From an optimization exercise on the open Yosys and OpenROAD flow, aimed at small area; shortcuts taken in it are not production practice. In this exercise RTL edits were held to simulation tests only and were not proved equivalent to the original. No activity file was given, so power comes from the tool's default toggle rates.

`config.mk`:
```
export PLATFORM = sky130hd
export DESIGN_NAME = hb_interp
export DESIGN_NICKNAME = hb_interp
export VERILOG_FILES = /design/flow/design.v
export SDC_FILE = /design/flow/constraint.sdc
export NUM_CORES = 4
export LEC_CHECK = 0
export CAP_MARGIN = 20
export CORE_MARGIN = 2
export CORE_UTILIZATION = 70
export SLEW_MARGIN = 20
```
`design.v`:
```
module hb_interp #(
    parameter int WIDTH = 16
) (
    input  logic             clk,
    input  logic             rst,
    input  logic             bypass,
    input  logic             run,
    input  logic [8:0]       cpo,
    input  logic             stb_in,
    input  logic [WIDTH-1:0] data_in,
    output logic             stb_out,
    output logic [WIDTH-1:0] data_out,
    output logic             ovf
);
    logic [9:0]              s_q;
    logic [WIDTH-1:0]        dly_q [16];
    logic [4:0]              vcnt_q;
    logic [21:0]             acc_q;
    logic [1-1:0]           cr_q;
    logic [WIDTH-1:0]        fb0_q, fb1_q;
    logic                    c_pend_q;
    logic [8:0]              c_cnt_q;
    logic [1:0]              c_off_q;
    logic                    stb_out_q;
    logic [WIDTH-1:0]        data_out_q;
    logic                    ovf_q;
    logic [3:0] ph;
    logic slot_free_d, accept_d, drop_d, f_emit_d, c_emit_d;
    logic [15:0] vld;
    logic [3:0] lane [16];
    logic [4:0] r0, r1, r2, r3, r4, r5, r6, r7;
    logic [WIDTH-1:0] dout_d;
    logic sel_in, sel_hold, sel_f, sel_c;
    logic [3:0] sel_ck;
    logic [21:0] acc_d, res_v, res;
    logic [16:0] fv;
    logic [1-1:0] cr_d;
    logic [WIDTH-1:0] f_sat;
    logic [1:0] off_e;
    function automatic logic [WIDTH-1:0] pick4(input logic [WIDTH-1:0] a, b, c, d,
                                               input logic sa, sb, sc, sd);
        pick4 = ({WIDTH{sa}} & a) | ({WIDTH{sb}} & b) | ({WIDTH{sc}} & c) | ({WIDTH{sd}} & d);
    endfunction
    function automatic logic [4:0] add4(input logic [3:0] a, b);
        logic c;
        c = 1'b0;
        for (int i = 0; i < 4; i++) begin
            add4[i] = a[i] ^ b[i] ^ c;
            c = (a[i] & b[i]) | (a[i] & c) | (b[i] & c);
        end
        add4[4] = c;
    endfunction
    function automatic logic [21:0] add22(input logic [21:0] a, b);
        logic c;
        c = 1'b0;
        for (int i = 0; i < 22; i++) begin
            add22[i] = a[i] ^ b[i] ^ c;
            c = (a[i] & b[i]) | (a[i] & c) | (b[i] & c);
        end
    endfunction
    function automatic logic [15:0] thermo(input logic [3:0] n);
        thermo[0] = (n[0] & !n[1] & !n[2] & !n[3]) | (n[1] & !n[2] & !n[3]) | (n[2] & !n[3]) | (n[3]);
        thermo[1] = (n[1] & !n[2] & !n[3]) | (n[2] & !n[3]) | (n[3]);
        thermo[2] = (n[0] & n[1] & !n[2] & !n[3]) | (n[2] & !n[3]) | (n[3]);
        thermo[3] = (n[2] & !n[3]) | (n[3]);
        thermo[4] = (n[0] & !n[1] & n[2] & !n[3]) | (n[1] & n[2] & !n[3]) | (n[3]);
        thermo[5] = (n[1] & n[2] & !n[3]) | (n[3]);
        thermo[6] = (n[0] & n[1] & n[2] & !n[3]) | (n[3]);
        thermo[7] = (n[3]);
        thermo[8] = (n[0] & !n[1] & !n[2] & n[3]) | (n[1] & !n[2] & n[3]) | (n[2] & n[3]);
        thermo[9] = (n[1] & !n[2] & n[3]) | (n[2] & n[3]);
        thermo[10] = (n[0] & n[1] & !n[2] & n[3]) | (n[2] & n[3]);
        thermo[11] = (n[2] & n[3]);
        thermo[12] = (n[0] & !n[1] & n[2] & n[3]) | (n[1] & n[2] & n[3]);
        thermo[13] = (n[1] & n[2] & n[3]);
        thermo[14] = (n[0] & n[1] & n[2] & n[3]);
        thermo[15] = 1'b0;
    endfunction
    function automatic logic [8:0] dec9(input logic [8:0] a);
        logic b;
        b = 1'b1;
        for (int i = 0; i < 9; i++) begin
            dec9[i] = a[i] ^ b;
            b = b & !a[i];
        end
    endfunction
    function automatic logic [4:0] inc5(input logic [4:0] a);
        logic c;
        c = 1'b1;
        for (int i = 0; i < 5; i++) begin
            inc5[i] = a[i] ^ c;
            c = c & a[i];
        end
    endfunction
    always_comb begin
        ph = s_q[3:0];
        vld = vcnt_q[4] ? 16'hffff : thermo(vcnt_q[3:0]);
        for (int i = 0; i < 16; i++) begin
            for (int b = 0; b < 3; b++) begin
                lane[i][b] = vld[i] & ((ph[0] & dly_q[i][b]) | (ph[1] & dly_q[i][4+b]) |
                                       (ph[2] & dly_q[i][8+b]) | (ph[3] & dly_q[i][12+b]));
            end
            lane[i][3] = (vld[i] & ((ph[0] & dly_q[i][3]) | (ph[1] & dly_q[i][7]) | (ph[2] & dly_q[i][11]))) |
                         (ph[3] & !(vld[i] & dly_q[i][15]));
        end
        r0 = add4(lane[0], lane[15]);
        r1 = add4(lane[1], lane[14]);
        r2 = add4(lane[2], lane[13]);
        r3 = add4(lane[3], lane[12]);
        r4 = add4(lane[4], lane[11]);
        r5 = add4(lane[5], lane[10]);
        r6 = add4(lane[6], lane[9]);
        r7 = add4(lane[7], lane[8]);
        res = add22(acc_q, res_v);
        fv  = {~res[21], res[20:5]};
        if (fv[16] != fv[15]) f_sat = fv[16] ? 16'h8000 : 16'h7fff;
        else                  f_sat = fv[15:0];
        slot_free_d = !(s_q[0] | s_q[1] | s_q[2]);
        accept_d    = !bypass && run && stb_in && slot_free_d;
        drop_d      = !bypass && run && stb_in && !slot_free_d;
        f_emit_d    = run && s_q[9];
        c_emit_d    = run && c_pend_q && (c_cnt_q == 9'd1);
        off_e[1] = (accept_d & (s_q[3] | s_q[4] | s_q[5])) | (s_q[0] & (s_q[4] | s_q[5])) | (s_q[1] & s_q[5]);
        off_e[0] = (|{s_q[5:0], accept_d}) & !off_e[1];
        sel_in   = !rst && bypass && stb_in;
        sel_hold = !rst && (bypass ? !stb_in : !(f_emit_d || c_emit_d));
        sel_f    = !rst && !bypass && f_emit_d;
        sel_c    = !rst && !bypass && !f_emit_d && c_emit_d;
        for (int k = 0; k < 4; k++) sel_ck[k] = sel_c && (c_off_q == 2'(k)) && vld[7+k];
        dout_d = ({WIDTH{sel_in}} & data_in) | ({WIDTH{sel_hold}} & data_out_q) | ({WIDTH{sel_f}} & fb1_q) |
                 ({WIDTH{sel_ck[0]}} & dly_q[7]) | ({WIDTH{sel_ck[1]}} & dly_q[8]) |
                 ({WIDTH{sel_ck[2]}} & dly_q[9]) | ({WIDTH{sel_ck[3]}} & dly_q[10]);
    end
    logic bs0, bs1, bs2, bs3, bs4, bs5, bs6, bs7, bs8, bs9, bs10, bs11, bs12, bs13, bs14, bs15, bs16, bs17, bs19, bs20, bs21, kc5, kc6, kc8, kc12, kc13, s1, c1, s2, c2, s3, c3, s4, c4, s5, c5, s6, c6, s7, c7, s8, c8, s9, c9, s10, c10, s11, c11, s12, c12, s13, c13, s14, c14, s15, c15, s16, c16, s17, c17, s18, c18, s19, c19, s20, c20, s21, c21, s22, c22, s23, c23, s24, c24, s25, c25, s26, c26, s27, c27, s28, c28, s29, c29, s30, c30, s31, c31, s32, c32, s33, c33, s34, c34, s35, c35, s36, c36, s37, c37, s38, c38, s39, c39, s40, c40, s41, c41, s42, c42, s43, c43, s44, c44, s45, c45, s46, c46, s47, c47, s48, c48, s49, c49, s50, c50, s51, c51, s52, c52, s53, c53, s54, c54, s55, c55, s56, c56, s57, c57, s58, c58, s59, c59, s60, c60, s61, c61, s62, c62, s63, c63, s64, c64, s65, c65, s66, c66, s67, c67, s68, c68, s69, c69, s70, c70, s71, c71, s72, c72, s73, c73, s74, c74, s75, c75, s76, c76, s77, c77, s78, c78, s79, c79, s80, c80, s81, c81, s82, c82, s83, c83, s84, c84, s85, c85, s86, c86, s87, c87, s88, c88, s89, c89, s90, c90, s91, c91, s92, c92, s93, c93, s94, c94, s95, c95, s96, c96, s97, c97, s98, c98, s99, c99, s100, c100, s101, c101, s102, c102, s103, c103, s104, c104, s105, c105, s106, c106, s107, c107, s108, c108, s109, c109, s110, c110, s111, c111, s112, c112, s113, c113, s114, c114, s115, c115, s116, c116, s117, c117, s118, c118, s119, c119, s120, c120, s121, c121, s122, c122, s123, c123, s124, c124, s125, c125, s126, c126, s127, c127, s128, c128, s129, c129, s130, c130, s131, c131, s132, c132, s133, c133, s134, c134, s135, c135, s136, c136, s137, c137, s138, c138, s139, c139, s140, c140, s141, c141, s142, c142, s143, c143, s144, c144, s145, c145, s146, c146, s147, c147, s148, c148, s149, c149, s150, c150, s151, c151, s152, c152, s153, c153, s154, c154, s155, c155, s156, c156, s157, c157, s158, c158, s159, c159, s160, c160, s161, c161, s162, c162, s163, c163, s164, c164, s165, c165, s166, c166, s167, c167, s168, c168, s169, c169, s170, c170, s171, c171, s172, c172, s173, c173, s174, c174, s175, c175, s176, c176, s177, c177, s178, c178, s179, c179, s180, c180, s181, c181, s182, c182, s183, c183, s184, c184, s185, c185, s186, c186, s187, c187, s188, c188, s189, c189, s190, c190, s191, c191, s192, c192, s193, c193, s194, c194, s195, c195, s196, c196, s197, c197, s198, c198, s199, c199, s200, c200, s201, c201, s202, c202, s203, c203, s204, c204, s205, c205, s206, c206, s207, c207, s208, c208, s209, c209;
    assign bs0 = ph[0] ? 1'b0 : acc_q[4];
    assign bs1 = ph[0] ? 1'b0 : acc_q[5];
    assign bs2 = ph[0] ? 1'b0 : acc_q[6];
    assign bs3 = ph[0] ? 1'b0 : acc_q[7];
    assign bs4 = ph[0] ? 1'b0 : acc_q[8];
    assign bs5 = ph[0] ? 1'b1 : acc_q[9];
    assign kc5 = !ph[0];
    assign bs6 = ph[0] ? 1'b1 : acc_q[10];
    assign kc6 = !ph[0] & !ph[3];
    assign bs7 = ph[0] ? 1'b0 : acc_q[11];
    assign bs8 = ph[0] ? 1'b0 : acc_q[12];
    assign kc8 = ph[3];
    assign bs9 = ph[0] ? 1'b0 : acc_q[13];
    assign bs10 = ph[0] ? 1'b0 : acc_q[14];
    assign bs11 = ph[0] ? 1'b0 : acc_q[15];
    assign bs12 = ph[0] ? 1'b1 : acc_q[16];
    assign kc12 = !ph[0];
    assign bs13 = ph[0] ? 1'b1 : acc_q[17];
    assign kc13 = !ph[0];
    assign bs14 = ph[0] ? 1'b0 : acc_q[18];
    assign bs15 = ph[0] ? 1'b0 : acc_q[19];
    assign bs16 = ph[0] ? 1'b1 : acc_q[20];
    assign bs17 = ph[0] ? 1'b0 : acc_q[21];
    assign bs19 = ph[0] | (!ph[0] & !ph[3]) | ph[3];
    assign bs20 = ph[0] | (!ph[0] & !ph[3]) | ph[3];
    assign bs21 = ph[0] | (!ph[0] & !ph[3]) | ph[3];
    assign s1 = r1[1] ^ r3[3];
    assign c1 = r1[1] | r3[3];
    assign s2 = r1[2] ^ r3[4] ^ r5[0];
    assign c2 = (r1[2] & r3[4]) | (r1[2] & r5[0]) | (r3[4] & r5[0]);
    assign s3 = r6[3] ^ r7[4] ^ r7[1];
    assign c3 = (r6[3] & r7[4]) | (r6[3] & r7[1]) | (r7[4] & r7[1]);
    assign s4 = r0[4] ^ r0[2];
    assign c4 = r0[4] & r0[2];
    assign s5 = r1[3] ^ r5[1] ^ r6[4];
    assign c5 = (r1[3] & r5[1]) | (r1[3] & r6[4]) | (r5[1] & r6[4]);
    assign s6 = r1[4] ^ r1[0] ^ r5[2];
    assign c6 = (r1[4] & r1[0]) | (r1[4] & r5[2]) | (r1[0] & r5[2]);
    assign s7 = r0[0] ^ r1[1];
    assign c7 = r0[0] | r1[1];
    assign s8 = r0[1] ^ r1[2] ^ r2[0];
    assign c8 = (r0[1] & r1[2]) | (r0[1] & r2[0]) | (r1[2] & r2[0]);
    assign s9 = r1[0] ^ r3[2] ^ r6[1];
    assign c9 = (r1[0] & r3[2]) | (r1[0] & r6[1]) | (r3[2] & r6[1]);
    assign s10 = r0[2] ^ r7[2];
    assign c10 = r0[2] & ~r7[2];
    assign s11 = r6[2] ^ r7[3] ^ r7[0];
    assign c11 = (r6[2] & r7[3]) | (r6[2] & r7[0]) | (r7[3] & r7[0]);
    assign s12 = s1 ^ r0[3] ^ r0[1];
    assign c12 = (s1 & r0[3]) | (s1 & r0[1]) | (r0[3] & r0[1]);
    assign s13 = r1[3] ^ r2[3] ^ r2[0];
    assign c13 = (r1[3] & r2[3]) | (r1[3] & r2[0]) | (r2[3] & r2[0]);
    assign s14 = c1 ^ s2 ^ s3;
    assign c14 = (c1 & s2) | (c1 & s3) | (s2 & s3);
    assign s15 = s4 ^ r0[0] ^ r1[4];
    assign c15 = (s4 & r0[0]) | (s4 & r1[4]) | (r0[0] & r1[4]);
    assign s16 = r2[4] ^ r2[1] ^ r3[0];
    assign c16 = (r2[4] & r2[1]) | (r2[4] & r3[0]) | (r2[1] & r3[0]);
    assign s17 = r4[4] ^ r4[2];
    assign c17 = r4[4] & r4[2];
    assign s18 = c2 ^ c3 ^ s5;
    assign c18 = (c2 & c3) | (c2 & s5) | (c3 & s5);
    assign s19 = ~r7[2] ^ c4 ^ r0[3];
    assign c19 = (~r7[2] & c4) | (~r7[2] & r0[3]) | (c4 & r0[3]);
    assign s20 = r0[1] ^ r2[2] ^ r3[1];
    assign c20 = (r0[1] & r2[2]) | (r0[1] & r3[1]) | (r2[2] & r3[1]);
    assign s21 = r4[3] ^ r4[0] ^ bs5;
    assign c21 = (r4[3] & r4[0]) | (r4[3] & bs5) | (r4[0] & bs5);
    assign s22 = c5 ^ s6 ^ r5[0];
    assign c22 = (c5 & s6) | (c5 & r5[0]) | (s6 & r5[0]);
    assign s23 = r7[3] ^ r7[0] ^ ~r0[4];
    assign c23 = (r7[3] & r7[0]) | (r7[3] & ~r0[4]) | (r7[0] & ~r0[4]);
    assign s24 = r0[2] ^ r2[3] ^ r3[2];
    assign c24 = (r0[2] & r2[3]) | (r0[2] & r3[2]) | (r2[3] & r3[2]);
    assign s25 = r4[4] ^ r4[1] ^ bs6;
    assign c25 = (r4[4] & r4[1]) | (r4[4] & bs6) | (r4[1] & bs6);
    assign s26 = c6 ^ r3[0] ^ r5[3];
    assign c26 = (c6 & r3[0]) | (c6 & r5[3]) | (r3[0] & r5[3]);
    assign s27 = r5[1] ^ r6[0] ^ r7[4];
    assign c27 = (r5[1] & r6[0]) | (r5[1] & r7[4]) | (r6[0] & r7[4]);
    assign s28 = ~r7[1] ^ s7 ^ r0[3];
    assign c28 = (~r7[1] & s7) | (~r7[1] & r0[3]) | (s7 & r0[3]);
    assign s29 = r2[4] ^ r3[3] ^ r4[2];
    assign c29 = (r2[4] & r3[3]) | (r2[4] & r4[2]) | (r3[3] & r4[2]);
    assign s30 = c7 ^ s8 ^ r3[1];
    assign c30 = (c7 & s8) | (c7 & r3[1]) | (s8 & r3[1]);
    assign s31 = r5[4] ^ r5[2] ^ r5[0];
    assign c31 = (r5[4] & r5[2]) | (r5[4] & r5[0]) | (r5[2] & r5[0]);
    assign s32 = r6[1] ^ r7[2] ^ ~r0[4];
    assign c32 = (r6[1] & r7[2]) | (r6[1] & ~r0[4]) | (r7[2] & ~r0[4]);
    assign s33 = r3[4] ^ r4[3] ^ bs8;
    assign c33 = (r3[4] & r4[3]) | (r3[4] & bs8) | (r4[3] & bs8);
    assign s34 = c8 ^ r0[2] ^ r1[3];
    assign c34 = (c8 & r0[2]) | (c8 & r1[3]) | (r0[2] & r1[3]);
    assign s35 = r2[1] ^ r3[2] ^ r5[3];
    assign c35 = (r2[1] & r3[2]) | (r2[1] & r5[3]) | (r3[2] & r5[3]);
    assign s36 = r5[1] ^ r6[2] ^ r7[3];
    assign c36 = (r5[1] & r6[2]) | (r5[1] & r7[3]) | (r6[2] & r7[3]);
    assign s37 = r1[0] ^ r4[4] ^ r7[0];
    assign c37 = (r1[0] & r4[4]) | (r1[0] & r7[0]) | (r4[4] & r7[0]);
    assign s38 = r0[3] ^ r1[4] ^ r2[2];
    assign c38 = (r0[3] & r1[4]) | (r0[3] & r2[2]) | (r1[4] & r2[2]);
    assign s39 = r2[0] ^ r3[3] ^ r3[0];
    assign c39 = (r2[0] & r3[3]) | (r2[0] & r3[0]) | (r3[3] & r3[0]);
    assign s40 = r5[4] ^ r5[2] ^ r6[3];
    assign c40 = (r5[4] & r5[2]) | (r5[4] & r6[3]) | (r5[2] & r6[3]);
    assign s41 = ~r7[4] ^ r1[1] ^ r7[1];
    assign c41 = (~r7[4] & r1[1]) | (~r7[4] & r7[1]) | (r1[1] & r7[1]);
    assign s42 = r0[4] ^ r2[3] ^ r2[1];
    assign c42 = (r0[4] & r2[3]) | (r0[4] & r2[1]) | (r2[3] & r2[1]);
    assign s43 = r3[4] ^ r3[1] ^ r5[3];
    assign c43 = (r3[4] & r3[1]) | (r3[4] & r5[3]) | (r3[1] & r5[3]);
    assign s44 = ~r6[4] ^ r1[2] ^ r4[0];
    assign c44 = (~r6[4] & r1[2]) | (~r6[4] & r4[0]) | (r1[2] & r4[0]);
    assign s45 = r2[4] ^ r2[2] ^ r3[2];
    assign c45 = (r2[4] & r2[2]) | (r2[4] & r3[2]) | (r2[2] & r3[2]);
    assign s46 = r5[4] ^ r5[0] ^ ~r1[3];
    assign c46 = (r5[4] & r5[0]) | (r5[4] & ~r1[3]) | (r5[0] & ~r1[3]);
    assign s47 = r3[0] ^ r4[1];
    assign c47 = r3[0] & r4[1];
    assign s48 = r2[3] ^ r3[3] ^ r4[0];
    assign c48 = (r2[3] & r3[3]) | (r2[3] & r4[0]) | (r3[3] & r4[0]);
    assign s49 = ~r5[1] ^ r1[4] ^ r3[1];
    assign c49 = (~r5[1] & r1[4]) | (~r5[1] & r3[1]) | (r1[4] & r3[1]);
    assign s50 = r4[2] ^ r6[0];
    assign c50 = r4[2] & r6[0];
    assign s51 = r2[4] ^ r3[4] ^ r4[1];
    assign c51 = (r2[4] & r3[4]) | (r2[4] & r4[1]) | (r3[4] & r4[1]);
    assign s52 = ~r5[2] ^ r3[2] ^ r4[3];
    assign c52 = (~r5[2] & r3[2]) | (~r5[2] & r4[3]) | (r3[2] & r4[3]);
    assign s53 = r4[2] ^ r5[3] ^ r6[0];
    assign c53 = (r4[2] & r5[3]) | (r4[2] & r6[0]) | (r5[3] & r6[0]);
    assign s54 = r4[3] ^ r5[4];
    assign c54 = r4[3] | r5[4];
    assign s55 = r3[0] ^ r7[0] ^ ~r0[0];
    assign c55 = (r3[0] & r7[0]) | (r3[0] & ~r0[0]) | (r7[0] & ~r0[0]);
    assign s56 = r3[1] ^ r6[0] ^ r7[1];
    assign c56 = (r3[1] & r6[0]) | (r3[1] & r7[1]) | (r6[0] & r7[1]);
    assign s57 = r0[1] ^ r1[1] ^ r2[1];
    assign c57 = (r0[1] & r1[1]) | (r0[1] & r2[1]) | (r1[1] & r2[1]);
    assign s58 = s9 ^ s10 ^ ~r0[0];
    assign c58 = (s9 & s10) | (s9 & ~r0[0]) | (s10 & ~r0[0]);
    assign s59 = r1[2] ^ r2[2] ^ r4[2];
    assign c59 = (r1[2] & r2[2]) | (r1[2] & r4[2]) | (r2[2] & r4[2]);
    assign s60 = r4[0] ^ r5[2];
    assign c60 = r4[0] & r5[2];
    assign s61 = c9 ^ s11 ^ ~c10;
    assign c61 = (c9 & s11) | (c9 & ~c10) | (s11 & ~c10);
    assign s62 = s12 ^ s13 ^ r4[3];
    assign c62 = (s12 & s13) | (s12 & r4[3]) | (s13 & r4[3]);
    assign s63 = r4[1] ^ r5[3] ^ bs3;
    assign c63 = (r4[1] & r5[3]) | (r4[1] & bs3) | (r5[3] & bs3);
    assign s64 = c11 ^ s14 ^ ~c12;
    assign c64 = (c11 & s14) | (c11 & ~c12) | (s14 & ~c12);
    assign s65 = c13 ^ s15 ^ s16;
    assign c65 = (c13 & s15) | (c13 & s16) | (s15 & s16);
    assign s66 = s17 ^ r5[4] ^ bs4;
    assign c66 = (s17 & r5[4]) | (s17 & bs4) | (r5[4] & bs4);
    assign s67 = c14 ^ s18 ^ ~c15;
    assign c67 = (c14 & s18) | (c14 & ~c15) | (s18 & ~c15);
    assign s68 = c16 ^ c17 ^ s19;
    assign c68 = (c16 & c17) | (c16 & s19) | (c17 & s19);
    assign s69 = s20 ^ s21 ^ kc5;
    assign c69 = (s20 & s21) | (s20 & kc5) | (s21 & kc5);
    assign s70 = c18 ^ s22 ^ s23;
    assign c70 = (c18 & s22) | (c18 & s23) | (s22 & s23);
    assign s71 = c19 ^ c20 ^ c21;
    assign c71 = (c19 & c20) | (c19 & c21) | (c20 & c21);
    assign s72 = s24 ^ s25 ^ kc6;
    assign c72 = (s24 & s25) | (s24 & kc6) | (s25 & kc6);
    assign s73 = c22 ^ c23 ^ s26;
    assign c73 = (c22 & c23) | (c22 & s26) | (c23 & s26);
    assign s74 = ~s27 ^ c24 ^ c25;
    assign c74 = (~s27 & c24) | (~s27 & c25) | (c24 & c25);
    assign s75 = s28 ^ s29 ^ bs7;
    assign c75 = (s28 & s29) | (s28 & bs7) | (s29 & bs7);
    assign s76 = c26 ^ c27 ^ s30;
    assign c76 = (c26 & c27) | (c26 & s30) | (c27 & s30);
    assign s77 = s31 ^ s32 ^ ~c28;
    assign c77 = (s31 & s32) | (s31 & ~c28) | (s32 & ~c28);
    assign s78 = c29 ^ s33 ^ kc8;
    assign c78 = (c29 & s33) | (c29 & kc8) | (s33 & kc8);
    assign s79 = c30 ^ c31 ^ c32;
    assign c79 = (c30 & c31) | (c30 & c32) | (c31 & c32);
    assign s80 = s34 ^ s35 ^ s36;
    assign c80 = (s34 & s35) | (s34 & s36) | (s35 & s36);
    assign s81 = c33 ^ s37 ^ bs9;
    assign c81 = (c33 & s37) | (c33 & bs9) | (s37 & bs9);
    assign s82 = c34 ^ c35 ^ c36;
    assign c82 = (c34 & c35) | (c34 & c36) | (c35 & c36);
    assign s83 = s38 ^ s39 ^ s40;
    assign c83 = (s38 & s39) | (s38 & s40) | (s39 & s40);
    assign s84 = c37 ^ s41 ^ bs10;
    assign c84 = (c37 & s41) | (c37 & bs10) | (s41 & bs10);
    assign s85 = c38 ^ c39 ^ c40;
    assign c85 = (c38 & c39) | (c38 & c40) | (c39 & c40);
    assign s86 = s42 ^ s43 ^ ~c41;
    assign c86 = (s42 & s43) | (s42 & ~c41) | (s43 & ~c41);
    assign s87 = s44 ^ r7[2] ^ bs11;
    assign c87 = (s44 & r7[2]) | (s44 & bs11) | (r7[2] & bs11);
    assign s88 = c42 ^ c43 ^ s45;
    assign c88 = (c42 & c43) | (c42 & s45) | (c43 & s45);
    assign s89 = ~s46 ^ c44 ^ s47;
    assign c89 = (~s46 & c44) | (~s46 & s47) | (c44 & s47);
    assign s90 = r7[3] ^ bs12 ^ kc12;
    assign c90 = (r7[3] & bs12) | (r7[3] & kc12) | (bs12 & kc12);
    assign s91 = c45 ^ c46 ^ s48;
    assign c91 = (c45 & c46) | (c45 & s48) | (c46 & s48);
    assign s92 = c47 ^ s49 ^ s50;
    assign c92 = (c47 & s49) | (c47 & s50) | (s49 & s50);
    assign s93 = r7[4] ^ bs13 ^ kc13;
    assign c93 = (r7[4] & bs13) | (r7[4] & kc13) | (bs13 & kc13);
    assign s94 = c48 ^ s51 ^ ~c49;
    assign c94 = (c48 & s51) | (c48 & ~c49) | (s51 & ~c49);
    assign s95 = c50 ^ s52 ^ r5[0];
    assign c95 = (c50 & s52) | (c50 & r5[0]) | (s52 & r5[0]);
    assign s96 = r6[1] ^ r7[0] ^ bs14;
    assign c96 = (r6[1] & r7[0]) | (r6[1] & bs14) | (r7[0] & bs14);
    assign s97 = c51 ^ s53 ^ ~c52;
    assign c97 = (c51 & s53) | (c51 & ~c52) | (s53 & ~c52);
    assign s98 = r3[3] ^ r4[4] ^ r5[1];
    assign c98 = (r3[3] & r4[4]) | (r3[3] & r5[1]) | (r4[4] & r5[1]);
    assign s99 = r6[2] ^ r7[1] ^ bs15;
    assign c99 = (r6[2] & r7[1]) | (r6[2] & bs15) | (r7[1] & bs15);
    assign s100 = c53 ^ r6[1] ^ ~s54;
    assign c100 = (c53 & r6[1]) | (c53 & ~s54) | (r6[1] & ~s54);
    assign s101 = r3[4] ^ r5[2] ^ r6[3];
    assign c101 = (r3[4] & r5[2]) | (r3[4] & r6[3]) | (r5[2] & r6[3]);
    assign s102 = r7[2] ^ r7[0] ^ bs16;
    assign c102 = (r7[2] & r7[0]) | (r7[2] & bs16) | (r7[0] & bs16);
    assign s103 = c54 ^ r4[4] ^ r6[2];
    assign c103 = (c54 & r4[4]) | (c54 & r6[2]) | (r4[4] & r6[2]);
    assign s104 = r5[3] ^ r6[4] ^ r7[3];
    assign c104 = (r5[3] & r6[4]) | (r5[3] & r7[3]) | (r6[4] & r7[3]);
    assign s105 = r7[1] ^ bs17;
    assign c105 = r7[1] & bs17;
    assign s106 = r5[4] ^ r6[3];
    assign c106 = r5[4] & ~r6[3];
    assign s107 = ~s55 ^ r1[0] ^ r2[0];
    assign c107 = (~s55 & r1[0]) | (~s55 & r2[0]) | (r1[0] & r2[0]);
    assign s108 = c55 ^ s56 ^ ~s57;
    assign c108 = (c55 & s56) | (c55 & ~s57) | (s56 & ~s57);
    assign s109 = r4[1] ^ r5[1];
    assign c109 = r4[1] & r5[1];
    assign s110 = c56 ^ s58 ^ ~c57;
    assign c110 = (c56 & s58) | (c56 & ~c57) | (s58 & ~c57);
    assign s111 = s59 ^ s60 ^ bs2;
    assign c111 = (s59 & s60) | (s59 & bs2) | (s60 & bs2);
    assign s112 = c58 ^ s61 ^ ~c59;
    assign c112 = (c58 & s61) | (c58 & ~c59) | (s61 & ~c59);
    assign s113 = c60 ^ s62 ^ s63;
    assign c113 = (c60 & s62) | (c60 & s63) | (s62 & s63);
    assign s114 = c61 ^ s64 ^ ~c62;
    assign c114 = (c61 & s64) | (c61 & ~c62) | (s64 & ~c62);
    assign s115 = c63 ^ s65 ^ s66;
    assign c115 = (c63 & s65) | (c63 & s66) | (s65 & s66);
    assign s116 = c64 ^ s67 ^ ~c65;
    assign c116 = (c64 & s67) | (c64 & ~c65) | (s67 & ~c65);
    assign s117 = c66 ^ s68 ^ s69;
    assign c117 = (c66 & s68) | (c66 & s69) | (s68 & s69);
    assign s118 = c67 ^ s70 ^ ~c68;
    assign c118 = (c67 & s70) | (c67 & ~c68) | (s70 & ~c68);
    assign s119 = c69 ^ s71 ^ s72;
    assign c119 = (c69 & s71) | (c69 & s72) | (s71 & s72);
    assign s120 = c70 ^ s73 ^ ~c71;
    assign c120 = (c70 & s73) | (c70 & ~c71) | (s73 & ~c71);
    assign s121 = c72 ^ s74 ^ s75;
    assign c121 = (c72 & s74) | (c72 & s75) | (s74 & s75);
    assign s122 = c73 ^ s76 ^ s77;
    assign c122 = (c73 & s76) | (c73 & s77) | (s76 & s77);
    assign s123 = c74 ^ c75 ^ s78;
    assign c123 = (c74 & c75) | (c74 & s78) | (c75 & s78);
    assign s124 = c76 ^ c77 ^ s79;
    assign c124 = (c76 & c77) | (c76 & s79) | (c77 & s79);
    assign s125 = ~s80 ^ c78 ^ s81;
    assign c125 = (~s80 & c78) | (~s80 & s81) | (c78 & s81);
    assign s126 = c79 ^ c80 ^ s82;
    assign c126 = (c79 & c80) | (c79 & s82) | (c80 & s82);
    assign s127 = ~s83 ^ c81 ^ s84;
    assign c127 = (~s83 & c81) | (~s83 & s84) | (c81 & s84);
    assign s128 = c82 ^ c83 ^ s85;
    assign c128 = (c82 & c83) | (c82 & s85) | (c83 & s85);
    assign s129 = ~s86 ^ c84 ^ s87;
    assign c129 = (~s86 & c84) | (~s86 & s87) | (c84 & s87);
    assign s130 = c85 ^ c86 ^ s88;
    assign c130 = (c85 & c86) | (c85 & s88) | (c86 & s88);
    assign s131 = c87 ^ s89 ^ s90;
    assign c131 = (c87 & s89) | (c87 & s90) | (s89 & s90);
    assign s132 = c88 ^ s91 ^ ~c89;
    assign c132 = (c88 & s91) | (c88 & ~c89) | (s91 & ~c89);
    assign s133 = c90 ^ s92 ^ s93;
    assign c133 = (c90 & s92) | (c90 & s93) | (s92 & s93);
    assign s134 = c91 ^ s94 ^ ~c92;
    assign c134 = (c91 & s94) | (c91 & ~c92) | (s94 & ~c92);
    assign s135 = c93 ^ s95 ^ s96;
    assign c135 = (c93 & s95) | (c93 & s96) | (s95 & s96);
    assign s136 = c94 ^ s97 ^ ~c95;
    assign c136 = (c94 & s97) | (c94 & ~c95) | (s97 & ~c95);
    assign s137 = c96 ^ s98 ^ s99;
    assign c137 = (c96 & s98) | (c96 & s99) | (s98 & s99);
    assign s138 = c97 ^ s100 ^ ~c98;
    assign c138 = (c97 & s100) | (c97 & ~c98) | (s100 & ~c98);
    assign s139 = c99 ^ s101 ^ s102;
    assign c139 = (c99 & s101) | (c99 & s102) | (s101 & s102);
    assign s140 = c100 ^ s103 ^ ~c101;
    assign c140 = (c100 & s103) | (c100 & ~c101) | (s103 & ~c101);
    assign s141 = c102 ^ s104 ^ s105;
    assign c141 = (c102 & s104) | (c102 & s105) | (s104 & s105);
    assign s142 = c103 ^ s106 ^ ~c104;
    assign c142 = (c103 & s106) | (c103 & ~c104) | (s106 & ~c104);
    assign s143 = c105 ^ r7[4] ^ r7[2];
    assign c143 = (c105 & r7[4]) | (c105 & r7[2]) | (r7[4] & r7[2]);
    assign s144 = ~r6[4] ^ c106 ^ r7[3];
    assign c144 = (~r6[4] & c106) | (~r6[4] & r7[3]) | (c106 & r7[3]);
    assign s145 = s107 ^ r4[0];
    assign c145 = s107 & r4[0];
    assign s146 = ~s108 ^ c107 ^ s109;
    assign c146 = (~s108 & c107) | (~s108 & s109) | (c107 & s109);
    assign s147 = c108 ^ s110 ^ ~c109;
    assign c147 = (c108 & s110) | (c108 & ~c109) | (s110 & ~c109);
    assign s148 = c110 ^ s112 ^ ~c111;
    assign c148 = (c110 & s112) | (c110 & ~c111) | (s112 & ~c111);
    assign s149 = c112 ^ s114 ^ ~c113;
    assign c149 = (c112 & s114) | (c112 & ~c113) | (s114 & ~c113);
    assign s150 = c114 ^ s116 ^ ~c115;
    assign c150 = (c114 & s116) | (c114 & ~c115) | (s116 & ~c115);
    assign s151 = c116 ^ s118 ^ ~c117;
    assign c151 = (c116 & s118) | (c116 & ~c117) | (s118 & ~c117);
    assign s152 = c118 ^ s120 ^ ~c119;
    assign c152 = (c118 & s120) | (c118 & ~c119) | (s120 & ~c119);
    assign s153 = c120 ^ s122 ^ ~c121;
    assign c153 = (c120 & s122) | (c120 & ~c121) | (s122 & ~c121);
    assign s154 = c122 ^ s124 ^ ~c123;
    assign c154 = (c122 & s124) | (c122 & ~c123) | (s124 & ~c123);
    assign s155 = c124 ^ s126 ^ ~c125;
    assign c155 = (c124 & s126) | (c124 & ~c125) | (s126 & ~c125);
    assign s156 = c126 ^ s128 ^ ~c127;
    assign c156 = (c126 & s128) | (c126 & ~c127) | (s128 & ~c127);
    assign s157 = c128 ^ s130 ^ ~c129;
    assign c157 = (c128 & s130) | (c128 & ~c129) | (s130 & ~c129);
    assign s158 = c130 ^ s132 ^ ~c131;
    assign c158 = (c130 & s132) | (c130 & ~c131) | (s132 & ~c131);
    assign s159 = c132 ^ s134 ^ ~c133;
    assign c159 = (c132 & s134) | (c132 & ~c133) | (s134 & ~c133);
    assign s160 = c134 ^ s136 ^ ~c135;
    assign c160 = (c134 & s136) | (c134 & ~c135) | (s136 & ~c135);
    assign s161 = c136 ^ s138 ^ ~c137;
    assign c161 = (c136 & s138) | (c136 & ~c137) | (s138 & ~c137);
    assign s162 = c138 ^ s140 ^ ~c139;
    assign c162 = (c138 & s140) | (c138 & ~c139) | (s140 & ~c139);
    assign s163 = c140 ^ s142 ^ ~c141;
    assign c163 = (c140 & s142) | (c140 & ~c141) | (s142 & ~c141);
    assign s164 = ~c142 ^ c143 ^ s144;
    assign c164 = (~c142 & c143) | (~c142 & s144) | (c143 & s144);
    assign s165 = c144 ^ r7[4];
    assign c165 = c144 & r7[4];
    assign s166 = s145 ^ r5[0];
    assign c166 = s145 & r5[0];
    assign s167 = c145 ^ s146 ^ bs1;
    assign c167 = (c145 & s146) | (c145 & bs1) | (s146 & bs1);
    assign s168 = ~s147 ^ c146 ^ s111;
    assign c168 = (~s147 & c146) | (~s147 & s111) | (c146 & s111);
    assign s169 = c147 ^ s148 ^ ~s113;
    assign c169 = (c147 & s148) | (c147 & ~s113) | (s148 & ~s113);
    assign s170 = c148 ^ s149 ^ ~s115;
    assign c170 = (c148 & s149) | (c148 & ~s115) | (s149 & ~s115);
    assign s171 = c149 ^ s150 ^ ~s117;
    assign c171 = (c149 & s150) | (c149 & ~s117) | (s150 & ~s117);
    assign s172 = c150 ^ s151 ^ ~s119;
    assign c172 = (c150 & s151) | (c150 & ~s119) | (s151 & ~s119);
    assign s173 = c151 ^ s152 ^ ~s121;
    assign c173 = (c151 & s152) | (c151 & ~s121) | (s152 & ~s121);
    assign s174 = c152 ^ s153 ^ ~s123;
    assign c174 = (c152 & s153) | (c152 & ~s123) | (s153 & ~s123);
    assign s175 = c153 ^ s154 ^ ~s125;
    assign c175 = (c153 & s154) | (c153 & ~s125) | (s154 & ~s125);
    assign s176 = c154 ^ s155 ^ ~s127;
    assign c176 = (c154 & s155) | (c154 & ~s127) | (s155 & ~s127);
    assign s177 = c155 ^ s156 ^ ~s129;
    assign c177 = (c155 & s156) | (c155 & ~s129) | (s156 & ~s129);
    assign s178 = c156 ^ s157 ^ ~s131;
    assign c178 = (c156 & s157) | (c156 & ~s131) | (s157 & ~s131);
    assign s179 = c157 ^ s158 ^ ~s133;
    assign c179 = (c157 & s158) | (c157 & ~s133) | (s158 & ~s133);
    assign s180 = c158 ^ s159 ^ ~s135;
    assign c180 = (c158 & s159) | (c158 & ~s135) | (s159 & ~s135);
    assign s181 = c159 ^ s160 ^ ~s137;
    assign c181 = (c159 & s160) | (c159 & ~s137) | (s160 & ~s137);
    assign s182 = c160 ^ s161 ^ ~s139;
    assign c182 = (c160 & s161) | (c160 & ~s139) | (s161 & ~s139);
    assign s183 = c161 ^ s162 ^ ~s141;
    assign c183 = (c161 & s162) | (c161 & ~s141) | (s162 & ~s141);
    assign s184 = c162 ^ s163 ^ ~s143;
    assign c184 = (c162 & s163) | (c162 & ~s143) | (s163 & ~s143);
    assign s185 = ~c163 ^ s164 ^ bs19;
    assign c185 = (~c163 & s164) | (~c163 & bs19) | (s164 & bs19);
    assign s186 = c164 ^ s165 ^ bs20;
    assign c186 = (c164 & s165) | (c164 & bs20) | (s165 & bs20);
    assign s187 = c165 ^ bs21;
    assign c187 = c165 & bs21;
    assign s188 = s166 ^ bs0;
    assign c188 = s166 & bs0;
    assign s189 = c166 ^ s167 ^ c188;
    assign c189 = (c166 & s167) | (c166 & c188) | (s167 & c188);
    assign s190 = c167 ^ s168 ^ c189;
    assign c190 = (c167 & s168) | (c167 & c189) | (s168 & c189);
    assign s191 = c168 ^ ~s169 ^ c190;
    assign c191 = (c168 & ~s169) | (c168 & c190) | (~s169 & c190);
    assign s192 = c169 ^ s170 ^ ~c191;
    assign c192 = (c169 & s170) | (c169 & ~c191) | (s170 & ~c191);
    assign s193 = c170 ^ s171 ^ c192;
    assign c193 = (c170 & s171) | (c170 & c192) | (s171 & c192);
    assign s194 = c171 ^ s172 ^ c193;
    assign c194 = (c171 & s172) | (c171 & c193) | (s172 & c193);
    assign s195 = c172 ^ s173 ^ c194;
    assign c195 = (c172 & s173) | (c172 & c194) | (s173 & c194);
    assign s196 = c173 ^ s174 ^ c195;
    assign c196 = (c173 & s174) | (c173 & c195) | (s174 & c195);
    assign s197 = c174 ^ s175 ^ c196;
    assign c197 = (c174 & s175) | (c174 & c196) | (s175 & c196);
    assign s198 = c175 ^ s176 ^ c197;
    assign c198 = (c175 & s176) | (c175 & c197) | (s176 & c197);
    assign s199 = c176 ^ s177 ^ c198;
    assign c199 = (c176 & s177) | (c176 & c198) | (s177 & c198);
    assign s200 = c177 ^ s178 ^ c199;
    assign c200 = (c177 & s178) | (c177 & c199) | (s178 & c199);
    assign s201 = c178 ^ s179 ^ c200;
    assign c201 = (c178 & s179) | (c178 & c200) | (s179 & c200);
    assign s202 = c179 ^ s180 ^ c201;
    assign c202 = (c179 & s180) | (c179 & c201) | (s180 & c201);
    assign s203 = c180 ^ s181 ^ c202;
    assign c203 = (c180 & s181) | (c180 & c202) | (s181 & c202);
    assign s204 = c181 ^ s182 ^ c203;
    assign c204 = (c181 & s182) | (c181 & c203) | (s182 & c203);
    assign s205 = c182 ^ s183 ^ c204;
    assign c205 = (c182 & s183) | (c182 & c204) | (s183 & c204);
    assign s206 = c183 ^ s184 ^ c205;
    assign c206 = (c183 & s184) | (c183 & c205) | (s184 & c205);
    assign s207 = c184 ^ ~s185 ^ c206;
    assign c207 = (c184 & ~s185) | (c184 & c206) | (~s185 & c206);
    assign s208 = c185 ^ s186 ^ ~c207;
    assign c208 = (c185 & s186) | (c185 & ~c207) | (s186 & ~c207);
    assign s209 = c186 ^ s187 ^ c208;
    assign c209 = (c186 & s187) | (c186 & c208) | (s187 & c208);
    assign acc_d = {s209, s208, ~s207, ~s206, ~s205, ~s204, ~s203, ~s202, ~s201, ~s200, ~s199, ~s198, ~s197, ~s196, ~s195, ~s194, ~s193, ~s192, s191, s190, s189, s188};
    assign cr_d = 1'b0;
    assign res_v = {1'b0, 1'b0, 1'b0, 1'b0, 1'b0, 1'b0, 1'b0, 1'b0, 1'b0, 1'b0, 1'b0, 1'b0, 1'b0, 1'b0, 1'b0, 1'b0, 1'b0, 1'b0, 1'b0, 1'b0, 1'b0, 1'b0};
    always_ff @(posedge clk) begin
        if (accept_d) begin
            for (int i = 15; i > 0; i--) dly_q[i] <= dly_q[i-1];
            dly_q[0] <= data_in;
        end
        acc_q <= acc_d;
        cr_q  <= cr_d;
        if (s_q[4]) fb0_q <= f_sat;
        if (s_q[8]) fb1_q <= fb0_q;
        if (f_emit_d) begin
            c_cnt_q <= cpo;
            c_off_q <= off_e;
        end else begin
            c_cnt_q <= dec9(c_cnt_q);
            c_off_q <= {c_off_q[1] ^ (c_off_q[0] & accept_d), c_off_q[0] ^ accept_d};
        end
        if (rst) begin
            s_q        <= '0;
            vcnt_q     <= '0;
            c_pend_q   <= 1'b0;
            stb_out_q  <= 1'b0;
            ovf_q      <= 1'b0;
        end else begin
            s_q <= {s_q[8:0] & {9{run}}, accept_d};
            if (accept_d && !vcnt_q[4]) vcnt_q <= inc5(vcnt_q);
            if (!run)            c_pend_q <= 1'b0;
            else if (f_emit_d)   c_pend_q <= 1'b1;
            else if (c_emit_d)   c_pend_q <= 1'b0;
            if (drop_d || (f_emit_d && c_pend_q)) ovf_q <= 1'b1;
            stb_out_q <= bypass ? stb_in : (f_emit_d || c_emit_d);
        end
        data_out_q <= dout_d;
    end
    assign stb_out  = stb_out_q;
    assign data_out = data_out_q;
    assign ovf      = ovf_q;
endmodule
```
`constraint.sdc`:
```
create_clock -name core_clock -period 14.0 [get_ports {clk}]
set_input_delay 2.8000 -clock core_clock [delete_from_list [all_inputs] [get_ports {clk}]]
set_output_delay 2.8000 -clock core_clock [all_outputs]
set_load 0.01 [all_outputs]
```
`standard.sh`:
```
#!/bin/bash
# synth_recipe.tcl (not shown) runs the flow's synth.tcl, then flattens the netlist and writes it again
# the make line also repeats each setting of config.mk as NAME=value (left out here)
make -C /OpenROAD-flow-scripts/flow DESIGN_CONFIG=/design/flow/config.mk WORK_HOME=/design/flow/orfs CLKGATE_MAP_FILE= SYNTH_SCRIPT=/design/flow/synth_recipe.tcl "${@:-finish}"
```
`flow/run.sh`:
```
#!/bin/bash
# Standard synthesis, then inverters pushed through full adders (fixinv.py), then the standard
# layout with clock-tree dummy loads off and single-drive port buffers.
set -euo pipefail
R=orfs/results/${FLOW_PLATFORM}/hb_interp/base
export CTS_ARGS="-sink_clustering_enable -repair_clock_nets -dont_use_dummy_load -buf_list sky130_fd_sc_hd__clkbuf_4 -sink_clustering_size 9 -sink_clustering_max_diameter 40"
export BUFFER_PORTS_ARGS="-buffer_cell sky130_fd_sc_hd__buf_1"
bash standard.sh synth > synth.log 2>&1
openroad -python -no_init -exit flow/fixinv.py "$R/1_synth.odb" "$R/1_synth.odb" > fixinv.log 2>&1
bash standard.sh finish > finish.log 2>&1
```
`flow/fixinv.py`:
```
# Push inverters through full-adder cells: FA(~a,~b,~c) = ~FA(a,b,c).
# Chooses, for each full adder, whether to implement it on complemented signals so that as few
# inverters as possible remain, then rewires the netlist with at most one inverter per signal.
import odb, sys, random
src, dst = sys.argv[1], sys.argv[2]
db = odb.dbDatabase.create()
odb.read_db(db, src)
block = db.getChip().getBlock()
INVM = db.findMaster("sky130_fd_sc_hd__inv_1")

def is_inv(inst):
    n = inst.getMaster().getName()
    return n.startswith("sky130_fd_sc_hd__inv_") or n.startswith("sky130_fd_sc_hd__clkinv_")
def is_fa(inst):
    return inst.getMaster().getName().startswith("sky130_fd_sc_hd__fa_")
def sig_iterms(inst):
    return [it for it in inst.getITerms() if it.getNet() is not None and it.getNet().getSigType() == "SIGNAL"]
def driver(net):
    for it in net.getITerms():
        if it.isOutputSignal(): return it
    return None

# inverters we may remove: no port on either side
free_inv = []
for inst in block.getInsts():
    if not is_inv(inst): continue
    a = inst.findITerm("A").getNet(); y = inst.findITerm("Y").getNet()
    if a is None or y is None: continue
    if len(a.getBTerms()) or len(y.getBTerms()): continue
    free_inv.append(inst)
free_set = set(i.getName() for i in free_inv)

root_cache = {}
def root(net):
    k = net.getName()
    if k in root_cache: return root_cache[k]
    d = driver(net)
    if d is not None and d.getInst().getName() in free_set:
        r, p = root(d.getInst().findITerm("A").getNet())
        res = (r, p ^ 1)
    else:
        res = (net, 0)
    root_cache[k] = res
    return res

# consumers per root: list of (iterm or bterm, pol, fa_inst_name or None)
cons = {}
roots = {}
for net in block.getNets():
    if net.getSigType() != "SIGNAL": continue
    r, p = root(net)
    rk = r.getName(); roots[rk] = r
    lst = cons.setdefault(rk, [])
    for it in net.getITerms():
        if it.isOutputSignal(): continue
        inst = it.getInst()
        if inst.getName() in free_set: continue
        lst.append((it, p, inst.getName() if is_fa(inst) else None))
    for bt in net.getBTerms():
        if bt.getIoType() == "OUTPUT":
            lst.append((bt, p, None))

fas = [i for i in block.getInsts() if is_fa(i)]
fa_out_roots = {}   # fa name -> root names driven
drv_fa = {}         # root name -> fa name
for f in fas:
    for pin in ("SUM", "COUT"):
        n = f.findITerm(pin).getNet()
        if n is None: continue
        drv_fa[n.getName()] = f.getName()
fa_in_roots = {f.getName(): set() for f in fas}
for rk, lst in cons.items():
    for (it, p, fn) in lst:
        if fn is not None: fa_in_roots[fn].add(rk)
fa_touch = {}
for f in fas:
    fn = f.getName()
    s = set(fa_in_roots[fn])
    for pin in ("SUM", "COUT"):
        n = f.findITerm(pin).getNet()
        if n is not None: s.add(n.getName())
    fa_touch[fn] = s

flip = {f.getName(): 0 for f in fas}
def cost(rk):
    dp = flip[drv_fa[rk]] if rk in drv_fa else 0
    need = set()
    for (it, p, fn) in cons.get(rk, []):
        need.add(p ^ (flip[fn] if fn else 0))
    return 1 if any(q != dp for q in need) else 0

total = sum(cost(rk) for rk in cons)
print("inverters before:", len(free_inv), "signals needing one (no flips):", total)
import math
random.seed(1)
order = [f.getName() for f in fas]
best = (total, dict(flip)); cur = total
N = 60000
for step in range(N):
    T = 1.5 * (1 - step / N) + 0.02
    fn = random.choice(order)
    before = sum(cost(rk) for rk in fa_touch[fn])
    flip[fn] ^= 1
    after = sum(cost(rk) for rk in fa_touch[fn])
    d = after - before
    if d <= 0 or random.random() < math.exp(-d / T):
        cur += d
        if cur < best[0]: best = (cur, dict(flip))
    else:
        flip[fn] ^= 1
flip = best[1]
total = sum(cost(rk) for rk in cons)
print("signals needing an inverter after flips:", total, "flipped:", sum(flip.values()))

# rebuild
cnt = [0]
inv_net = {}
def get_inv(rk):
    if rk in inv_net: return inv_net[rk]
    cnt[0] += 1
    n = odb.dbNet_create(block, f"pinv_n{cnt[0]}")
    i = odb.dbInst_create(block, INVM, f"pinv_{cnt[0]}")
    i.findITerm("A").connect(roots[rk])
    i.findITerm("Y").connect(n)
    inv_net[rk] = n
    return n
moves = []
for rk, lst in cons.items():
    dp = flip[drv_fa[rk]] if rk in drv_fa else 0
    for (it, p, fn) in lst:
        q = p ^ (flip[fn] if fn else 0)
        moves.append((it, rk, q != dp))
for (it, rk, inv) in moves:
    target = get_inv(rk) if inv else roots[rk]
    if isinstance(it, odb.dbITerm):
        if it.getNet() is None or it.getNet().getName() != target.getName():
            it.disconnect(); it.connect(target)
    else:
        if it.getNet().getName() != target.getName():
            raise SystemExit("output port would need rewiring: " + it.getName())
for inst in free_inv:
    odb.dbInst_destroy(inst)
for net in list(block.getNets()):
    if net.getSigType() == "SIGNAL" and len(net.getITerms()) == 0 and len(net.getBTerms()) == 0:
        odb.dbNet_destroy(net)
# A half adder fed by two inverters: xor2 and nor2 of the inverters' inputs instead (same area),
# which frees the inverters when nothing else uses them.
XOR = db.findMaster("sky130_fd_sc_hd__xor2_1"); NOR = db.findMaster("sky130_fd_sc_hd__nor2_1")
def drv_inst(net):
    for it in net.getITerms():
        if it.isOutputSignal(): return it.getInst()
    return None
nha = 0
for inst in list(block.getInsts()):
    if not inst.getMaster().getName().startswith("sky130_fd_sc_hd__ha_"): continue
    na = inst.findITerm("A").getNet(); nb = inst.findITerm("B").getNet()
    ns = inst.findITerm("SUM").getNet(); nc = inst.findITerm("COUT").getNet()
    if None in (na, nb, ns, nc): continue
    da = drv_inst(na); dbi = drv_inst(nb)
    if da is None or dbi is None or not is_inv(da) or not is_inv(dbi): continue
    if len(na.getBTerms()) or len(nb.getBTerms()): continue
    ra = da.findITerm("A").getNet(); rb = dbi.findITerm("A").getNet()
    nm = inst.getName()
    for it in inst.getITerms():
        if it.getNet() is not None: it.disconnect()
    odb.dbInst_destroy(inst)
    x = odb.dbInst_create(block, XOR, f"phax_{nha}"); y = odb.dbInst_create(block, NOR, f"phan_{nha}")
    x.findITerm("A").connect(ra); x.findITerm("B").connect(rb); x.findITerm("X").connect(ns)
    y.findITerm("A").connect(ra); y.findITerm("B").connect(rb); y.findITerm("Y").connect(nc)
    nha += 1
    for d in (da, dbi):
        out = d.findITerm("Y").getNet()
        if out is not None and not any(not it.isOutputSignal() for it in out.getITerms()) and len(out.getBTerms()) == 0:
            for it in d.getITerms():
                if it.getNet() is not None: it.disconnect()
            odb.dbInst_destroy(d)
            if len(out.getITerms()) == 0: odb.dbNet_destroy(out)
print("half adders rebuilt:", nha)
n_inv = sum(1 for i in block.getInsts() if is_inv(i))
print("inverters after:", n_inv)
odb.write_db(db, dst)
```
==> impl_metrics.ini, run 1 <==
[detailed_routing]
viasPerCell = 6.82
first_iter_violations = 1895
drt-pass1-iter-count = 7
avgRoutedWirePerCell_um = 29.6
num_vias = 10900
wirelength_mm = 47.2
drc = 0
ant_nets = 0

[power_and_ir_drop]
p_leak_nw = 6.62
vdd_drop_max_mv = 0.164
power_density_nw_per_um2 = 123
finalPower_mw = 2.34

[clocking]
clkSinkCount = 351
h-tree-depth = 2
cts_max_path_buffers = 3
cts_hold_buf = 0
cts_tree = built
numCtsBuffers = 49
path_clk_slew_ns = 0.09
clock_latency_ns = 0.71
root_buffer = clkbuf_4

[flow_run]
cap_violations = 0

[timing]
period_minus_slack_ns = 13.47
finalSetupTns_ns = 0
maxSlewHeadroom = 0.200
fmax_mhz = 74.2
grt_setup_unrepaired = false
min_period_over_period = 0.962
skew_ns = 0.0803
worstMarginPinSlew_ns = 1.19
final_max_slew_viol_count = 0
hold_viol = 0
setup_violations = 0
worst_hold_slack_ns = 0.399

[hold_path]
holdCritPathClass = reg -> reg

[place]
hpwl_mm = 35.9
dp_cells = 1541
portBuffers = 47
gp_congestion = 0.971

[critical_path]
setup.worst_path.class = reg -> reg
path_buf_inv = 4
path_common_cell = fa_1
crit_path_max_incr_delay_ns = 0.58
start_kind = flop
cp-end-kind = flop
crit_path_max_fanout = 10
worstPathRequired_ns = 14.53
critical-path-top-delay-family = adder cells
crit_arrival_ns = 14.00
cp_slowest_cell = fa_1

[floorplanning]
die_x_um = 165
die_h_um = 165
placementRows = 58
start_util = 0.716
io-pin-count = 48
coreArea_um2 = 25300
fp.dieArea_um2 = 27200

[global_routing]
grt_max_degree = 110
grt_overflow_total = 0
grt_pass1_wl_mm = 70.3
grt_pass1_vias = 11100
grtUsageTotal = 0.371
grt_antenna_before_repair = 2

[final_layout]
drive_above_1_share = 0.0706
final_util = 0.750
areaGrowthSynthToFinish_pct = 4.72
nets = 1539
stdcell_count = 1592

[logic_synthesis]
synthesis.nets = 1475
yosysWarnings = 3
syn_area_per_cell_um2 = 15.1
synth_area_um2 = 18100
syn_inst = 1198

[status]
status = no timing/DRC/antenna violations
## sequential cells by signal, indices dropped and copies added, names as in the netlist, 5 cells and up
name / cells
acc_q: 18
c_cnt_q: 9
data_out_q: 16
dly_q: 256
fb0_q: 16
fb1_q: 16
s_q: 10
vcnt_q: 5
## final cells by class
| cell class | count | area, µm² |
|---|---|---|
| multi-input cells | 706 | 7640 |
| well taps | 330 | 413 |
| repair buffers | 64 | 304 |
| fillers | 1583 | 6340 |
| inverters | 90 | 345 |
| diodes | 2 | 5.00 |
| clock buffers | 49 | 368 |
| flip-flops and latches | 351 | 9920 |
## report_power, final
part / total [mW] / switching (mW) / internal, mW
registers: 1.27 / 0.0609 / 1.21
clock network: 0.479 / 0.319 / 0.160
logic: 0.593 / 0.337 / 0.256
total: 2.34 / 0.717 / 1.63
## layout by cell type, fill, tap and decap left out, types with 2 or more instances in the layout
| cell type | n |
|---|---|
| nand3b_1 | 2 |
| nor3_1 | 2 |
| a21o_1 | 15 |
| nand2b_1 | 10 |
| maj3_1 | 2 |
| clkbuf_4 | 49 |
| a211oi_1 | 3 |
| nor4b_4 | 2 |
| o21bai_1 | 2 |
| a222oi_1 | 32 |
| inv_1 | 89 |
| dfxtp_2 | 4 |
| nand2_1 | 72 |
| a21oi_1 | 41 |
| nor2_2 | 2 |
| conb_1 | 2 |
| buf_4 | 17 |
| o21a_1 | 3 |
| ha_1 | 37 |
| xor2_1 | 8 |
| nand3_1 | 18 |
| nor2_1 | 43 |
| nor2b_1 | 5 |
| diode_2 | 2 |
| a22o_1 | 4 |
| a31oi_1 | 2 |
| edfxtp_1 | 288 |
| buf_1 | 47 |
| a22oi_1 | 123 |
| dfxtp_1 | 58 |
| xnor2_1 | 6 |
| and3b_1 | 2 |
| o21ai_0 | 25 |
| nor4_4 | 2 |
| and2_1 | 9 |
| fa_1 | 210 |
| or2_2 | 4 |
## through the flow
| step | setup WS, ns | area [µm²] |
|---|---|---|
| after floorplan | 1.37 | 18100 |
| after global placement | 0.744 | 18600 |
| after detailed placement | 0.539 | 18600 |
| after CTS | 0.472 | 19000 |
| after global routing | 0.0463 | 19000 |
| final | 0.530 | 19000 |
## repair_timing
item                       CTS  global route
hold endpoints to repair     0             0
gates resized for setup      0             1
buffers inserted             0             0
setup endpoints to repair    0             1
## final timing paths
| path | end | slack, ns | cells past startpoint | start |
|---|---|---|---|---|
| worst min-delay path | fb1_q[11] | 0.40 | 0 | fb0_q[11] |
| worst max-delay path | acc_q[21] | 0.53 | 36 | vcnt_q[1] |
| worst min register to register | fb1_q[11] | 0.40 | 0 | fb0_q[11] |
| worst max register to register | acc_q[21] | 0.53 | 36 | vcnt_q[1] |
## layer usage
layer / global-route usage / share of wire / up-vias
li1: - / - / 4457
met1: 0.520 / 0.37 / 5407
met2: 0.546 / 0.44 / 848
met3: 0.125 / 0.14 / 142
met4: 0.143 / 0.048 / 4
met5: 0.0189 / 0.0016 / -
==> inputs of run 2 (changes only) <==
--- a/design.v
+++ b/design.v
@@ -97,2 +97,3 @@
         vld = vcnt_q[4] ? 16'hffff : thermo(vcnt_q[3:0]);
+        vld[0] = 1'b1;
         for (int i = 0; i < 16; i++) begin
==> impl_metrics.ini, run 2 <==
[status]
status = no timing/DRC/antenna violations

[timing]
setup_violations = 0
hold_viol = 0
worst_hold_slack_ns = 0.392
final_max_slew_viol_count = 0
fmax_mhz = 75.3
skew_ns = 0.118
worstMarginPinSlew_ns = 1.16
period_minus_slack_ns = 13.27
min_period_over_period = 0.948
grt_setup_unrepaired = false
finalSetupTns_ns = 0
maxSlewHeadroom = 0.223

[final_layout]
multi_input_area_um2 = 7610
regMostFlops = dly_q
nets = 1521
drive_above_1_share = 0.0700
stdcell_count = 1573
reg_top3 = dly_q: 256 flops, acc_q: 18 flops
final_common_cell = edfxtp_1
final_area_um2 = 19000
final.fill_count = 1575
largest_reg_flops = 256
seqCellArea_um2 = 9920
areaGrowthSynthToFinish_pct = 4.93
final_cell_mix = 288 x edfxtp_1, 210 x fa_1, 124 x a22oi_1

[clocking]
numCtsBuffers = 49
path_clk_slew_ns = 0.10
cts_resized = 0
cts_hold_buf = 0
clock_latency_ns = 0.72
clkSinkCount = 351
root_buffer = clkbuf_4
cts_tree = built
h-tree-depth = 2
postCtsSetupBuffers = 0
cts_max_path_buffers = 3

[critical_path]
crit_arrival_ns = 13.89
setup.worst_path.class = reg -> reg
cp_slowest_cell = fa_1
reg2reg_to = acc_q[21]
cp-end-kind = flop
path_buf_inv = 2
crit_path_start = vcnt_q[4]
start_kind = flop
r2r_slack_ns = 0.73
reg2reg_from = vcnt_q[4]
critical-path-top-delay-family = adder cells
worstPathRequired_ns = 14.61
crit_path_max_fanout = 15
ff2ff_path_depth = 33
path_common_cell = fa_1
crit_path_max_incr_delay_ns = 0.77

[hold_path]
holdPathEnd = dly_q[6][15]
holdCritPathClass = reg -> reg
hp-start = dly_q[5][15]
hold_depth = 0

[power_and_ir_drop]
p_seq_frac = 0.544
p_sw_uw = 700
switching_share = 0.301
p_comb_frac = 0.247
clkPwrFrac = 0.209
p_leak_nw = 6.58
p_int_mw = 1.63
vdd_drop_max_mv = 0.176
power_density_nw_per_um2 = 123

[detailed_routing]
drt-pass1-iter-count = 9
first_iter_violations = 1821
viasPerCell = 6.89
ant_nets = 0
drc = 0
num_vias = 10800
avgRoutedWirePerCell_um = 29.6
wirelength_mm = 46.6

[floorplanning]
start_util = 0.715
fp.dieArea_um2 = 27100
die_x_um = 165
placementRows = 58
io-pin-count = 48
die_h_um = 165
coreArea_um2 = 25300

[logic_synthesis]
syn_area_per_cell_um2 = 15.3
syn_inst = 1179
synthesis.nets = 1456
yosysWarnings = 3
synth_area_um2 = 18100

[global_routing]
grt_max_degree = 125
grt_pass1_wl_mm = 70.2
grtUsageTotal = 0.368
grt_antenna_before_repair = 1
grt_pass1_vias = 11200
grt_overflow_total = 0

[place]
hpwl_mm = 35.1
portBuffers = 47
dp_cells = 1523
placed_area_um2 = 18600
gp_congestion = 1.00

[flow_run]
cap_violations = 0
-- run 2: layout make-up --
class	instances	area share
Antenna cell	1	0.000132
Tap cell	330	0.0218
Sequential cell	351	0.523
Timing Repair Buffer	64	0.0167
Inverter	85	0.0172
Multi-Input combinational cell	693	0.402
Clock buffer	49	0.0194
-- run 2: how the worst max path moves through the flow --
| stage | to | slack [ns] | depth (start not counted) |
|---|---|---|---|
| after floorplan | acc_q[21] | 1.30 | 36 |
| after global placement | acc_q[21] | 0.90 | 33 |
| after detailed placement | acc_q[21] | 0.78 | 36 |
| after CTS | acc_q[21] | 0.79 | 33 |
| after global routing | acc_q[21] | 0.32 | 33 |
| final | acc_q[21] | 0.73 | 33 |
-- run 2: layer usage --
layer  vias to the layer above  global-route usage  wire, µm
li1                       4420                   -         -
met1                      5466               0.524     17100
met2                       822               0.573     22500
met3                       136              0.0663      4930
met4                         0               0.158      2120
met5                         -                   0         0
-- run 2: power groups by stage --
| stage | Combinational, mW | Clock, mW | Sequential (mW) |
|---|---|---|---|
| 2_1_floorplan | 0.415 | 0 | 1.27 |
| 3_3_place_gp | 0.559 | 0 | 1.28 |
| 3_5_place_dp | 0.581 | 0 | 1.29 |
| 4_1_cts | 0.588 | 0.489 | 1.26 |
| 5_1_grt | 0.665 | 0.528 | 1.27 |
| 6_report | 0.574 | 0.487 | 1.26 |
-- run 2: metrics by stage --
stage          total power [mW]   util  worst slack (ns)
2_1_floorplan              1.68      -              1.30
3_3_place_gp               1.84  0.736             0.896
3_5_place_dp               1.87  0.736             0.776
4_1_cts                    2.34  0.750             0.795
5_1_grt                    2.46  0.751             0.317
6_report                   2.33  0.751             0.726

## what the ideal ports hide
The results above use ideal ports. As a check the final layouts listed here were re-extracted and re-timed, cells and wires unchanged. Step 1 sets driving cells, clkbuf_16 on the clock port and buf_2 on the other inputs (assumed; they add their load-dependent delay and slew). Step 2 adds t to the input delays and takes it off the output delays; t is the mean of the earliest and latest rising clock arrival at the registers after step 1. Input paths then give back, and output paths get back, about the clock's delay inside the block. Three values: no drivers, after step 1, after step 2; two values: the first two.
run | t (ns) | slack for setup (ns) | worst data-port slew with drivers (ns) | cell pins on the clock port's net
run 1 | 0.712 | 0.530 / 0.530 / 0.530 | 0.04 | 1
run 2 | 0.704 | 0.726 / 0.726 / 0.726 | 0.04 | 1
After both steps every run listed still meets setup and hold.
